What follows belongs to an exercise in optimizing a design on an open flow for small area and a short achievable clock period; a production flow would make more cautious choices.
Only simulation tests tie the RTL to the original design; equivalence was not proved.
No activity file was given, so power comes from the tool's default toggle rates.

## old
// tile_top
module tile_top (
	input  logic                                      clk,
	input  logic                                      reset,
	input  logic                                      i_run,
	input  logic                                      i_cfg_req,
	input  logic [48-1:0]                   i_cfg,
	output logic                                      o_cfg_ack,
	input  logic [4*17-1:0]    i_flit_in,
	output logic [4*17-1:0]    o_flit_out
);
For scale: roughly 980 flip-flops, about 46000 um2 of cells after synthesis.
Settings: LEC_CHECK=0, ABC_CLOCK_PERIOD_IN_PS=3300, CAP_MARGIN=20, CORE_MARGIN=2, CORE_UTILIZATION=55, CTS_BUF_LIST=sky130_fd_sc_hd__clkbuf_8, CTS_CLUSTER_SIZE=30, SETUP_SLACK_MARGIN=3.7, SLEW_MARGIN=20; clock period 7.0 ns.
standard.sh (not shown) runs the stock make flow with config.mk's settings and CLKGATE_MAP_FILE= SYNTH_SCRIPT=/design/flow/synth_recipe.tcl, a recipe that flattens the netlist after the stock synthesis.
==> flow/flow/run.sh <==
#!/bin/bash
# The standard layout, with plain buffers (not delay cells) on the ports.
set -o pipefail
export BUFFER_PORTS_ARGS="-buffer_cell sky130_fd_sc_hd__buf_2"
bash standard.sh finish > standard.log 2>&1
old | status: complete | timing, DRC, antenna: pass
Input-level comparison between new and old:
--- a/flow/design.v
+++ b/flow/design.v
@@ -352,22 +352,22 @@
 	assign o_csa[38] = c31;
 	assign o_csa[39] = s32;
 	assign o_csa[40] = s33;
 	assign o_csa[41] = pp7_1;
 endmodule
 module tile_alu (
 	input  logic [3:0]              i_op,
 	input  logic [16-1:0] i_a,
-	input  logic [16-1:0] i_b,
+	input  logic [16-1:0] i_b,       
+	input  logic                    i_sub,     
 	input  logic [42-1:0] i_csa,
 	output logic [16-1:0] o_result
 );
 	logic [3:0] shamt;
-	logic sub;
 	logic [16:0] sum;
 	logic [16-1:0] a_rev;
 	logic [16-1:0] shl_in;
 	logic [16-1:0] shl;
 	logic [16-1:0] shl_rev;
 	logic [16-1:0] prod;
 	logic [16-1:0] prod_x;
 	logic [16-1:0] prod_y;
@@ -457,18 +457,17 @@
 	assign c53 = (c40 & s41) | (c40 & i_csa[33]) | (s41 & i_csa[33]);
 	assign s54 = c41 ^ s42 ^ i_csa[37];
 	assign c54 = (c41 & s42) | (c41 & i_csa[37]) | (s42 & i_csa[37]);
 	assign s55 = c42 ^ s43 ^ i_csa[41];
 	assign c55 = (c42 & s43) | (c42 & i_csa[41]) | (s43 & i_csa[41]);
 	assign prod_x = {c54, c53, c52, c51, c50, c49, c48, c47, c46, c45, c44, s44, i_csa[4], i_csa[3], i_csa[2], i_csa[0]};
 	assign prod_y = {s55, s54, s53, s52, s51, s50, s49, s48, s47, s46, s45, i_csa[7], 1'b0, 1'b0, 1'b0, i_csa[1]};
 	assign prod = prod_x + prod_y;
-	assign sub = i_op != 4'd1;
-	assign sum = {1'b0, i_a} + {1'b0, i_b ^ {16{sub}}} + {{16{1'b0}}, sub};
+	assign sum = {1'b0, i_a} + {1'b0, i_b} + {{16{1'b0}}, i_sub};
 	assign shamt = i_b[3:0];
 	always_comb begin
 		for (int k = 0; k < 16; k++) begin
 			a_rev[k] = i_a[16-1-k];
 			shl_rev[k] = shl[16-1-k];
 		end
 	end
 	assign shl_in = (i_op == 4'd8) ? a_rev : i_a;
@@ -600,17 +599,18 @@
 	input  logic                                      reset,
 	input  logic                                      i_run,
 	input  logic [51-1:0]                  i_word,
 	input  logic                                      i_word_valid,
 	input  logic [4*17-1:0]    i_flit_in,
 	input  logic [17-1:0]                   i_treg,
 	output logic [3:0]                                o_op,
 	output logic [16-1:0]                   o_a,
-	output logic [16-1:0]                   o_b,
+	output logic [16-1:0]                   o_b,            
+	output logic                                      o_sub,          
 	output logic [42-1:0]                   o_mcsa,         
 	output logic                                      o_res_valid,    
 	output logic                                      o_treg_we,      
 	output logic                                      o_loop_we,      
 	output logic [4-1:0]                 o_route_alu,    
 	output logic [4-1:0]                 o_route_treg,   
 	output logic [4*17-1:0]    o_pass          
 );
@@ -626,16 +626,17 @@
 	logic [16-1:0] b_data;
 	logic [4:0] nz;
 	logic p_valid;
 	logic p_nz;
 	logic pred_pass;
 	logic a_ok;
 	logic b_ok;
 	logic fire;
+	logic is_sub;
 	logic [42-1:0] mcsa;
 	assign opcode = i_word[50:47];
 	assign a_sel = i_word[46:42];
 	assign b_sel = i_word[40:36];
 	assign src_p = i_word[32:30];
 	assign imm = i_word[15:0];
 	assign route = i_word[27:16];
 	function automatic logic [17-1:0] pick_source(
@@ -707,21 +708,23 @@
 			end
 		end
 	end
 	tile_mul_front u_mul_front (
 		.i_a   (a_data),
 		.i_b   (b_data),
 		.o_csa (mcsa)
 	);
+	assign is_sub = opcode == 4'd2 || opcode == 4'd10;
 	always_ff @(posedge clk) begin
 		if (i_run) begin
 			o_op <= opcode;
 			o_a <= (opcode == 4'd9 && !a_valid) ? b_data : a_data;
-			o_b <= b_data;
+			o_b <= b_data ^ {16{is_sub}};
+			o_sub <= is_sub;
 			o_mcsa <= mcsa;
 			for (int d = 0; d < 4; d++) begin
 				o_pass[d*17 +: 16] <=
 					i_flit_in[route[3*d +: 2]*17 +: 16];
 			end
 		end
 	end
 endmodule
@@ -795,16 +798,17 @@
 	input  logic [4*17-1:0]    i_flit_in,
 	output logic [4*17-1:0]    o_flit_out
 );
 	logic [51-1:0] word;
 	logic word_valid;
 	logic [3:0] alu_op;
 	logic [16-1:0] alu_a;
 	logic [16-1:0] alu_b;
+	logic alu_sub;
 	logic [42-1:0] alu_mcsa;
 	logic [16-1:0] alu_result;
 	logic res_valid;
 	logic treg_we;
 	logic loop_we;
 	logic [4-1:0] route_alu;
 	logic [4-1:0] route_treg;
 	logic [4*17-1:0] pass;
@@ -827,28 +831,30 @@
 		.i_run        (i_run),
 		.i_word       (word),
 		.i_word_valid (word_valid),
 		.i_flit_in    (i_flit_in),
 		.i_treg       (treg),
 		.o_op         (alu_op),
 		.o_a          (alu_a),
 		.o_b          (alu_b),
+		.o_sub        (alu_sub),
 		.o_mcsa       (alu_mcsa),
 		.o_res_valid  (res_valid),
 		.o_treg_we    (treg_we),
 		.o_loop_we    (loop_we),
 		.o_route_alu  (route_alu),
 		.o_route_treg (route_treg),
 		.o_pass       (pass)
 	);
 	tile_alu u_alu (
 		.i_op     (alu_op),
 		.i_a      (alu_a),
 		.i_b      (alu_b),
+		.i_sub    (alu_sub),
 		.i_csa    (alu_mcsa),
 		.o_result (alu_result)
 	);
 	execute_stage u_execute (
 		.clk          (clk),
 		.reset        (reset),
 		.i_run        (i_run),
 		.i_res_valid  (res_valid),
Findings:
old -> new: total area of sequential cells increased slightly
Summary of new over old: number of distinct library cell variants in the gate-level netlist after synthesis up 3.6%; internal reg-to-reg setup slack higher; via count of the first global-routing pass grew by 143; met1 global-route usage now smaller; internal power consumption +about 0.7%.
new vs. old: placement-stage cell area held steady; worst IR drop on VDD shrank by 50%.

-- what the ideal ports hide --
The results above use ideal ports. As a check the final layouts listed here were re-extracted and re-timed, cells and wires unchanged. Step 1, drivers: a clkbuf_16 drives clk and a buf_2 each remaining input, both assumed. Step 2 adds t to the input delays and takes it off the output delays; t is the mean of the earliest and latest rising clock arrival at the registers after step 1. Input paths then give back, and output paths get back, about the clock's delay inside the block. a / b / c = ideal / step 1 / step 2; a / b = the first two.
run | t (ns) | setup WS [ns] | worst slew at a driven data input, ns | pins driven straight from the clock port
old | 0.893 | 3.410 / 3.410 / 2.811 | 0.11 | 1
new | 0.877 | 3.620 / 3.620 / 2.767 | 0.09 | 1
After both steps every run listed still meets setup and hold. The setup slack of new, which loses most, moves by 0.000 ns with the drivers and by -0.853 ns with both steps.
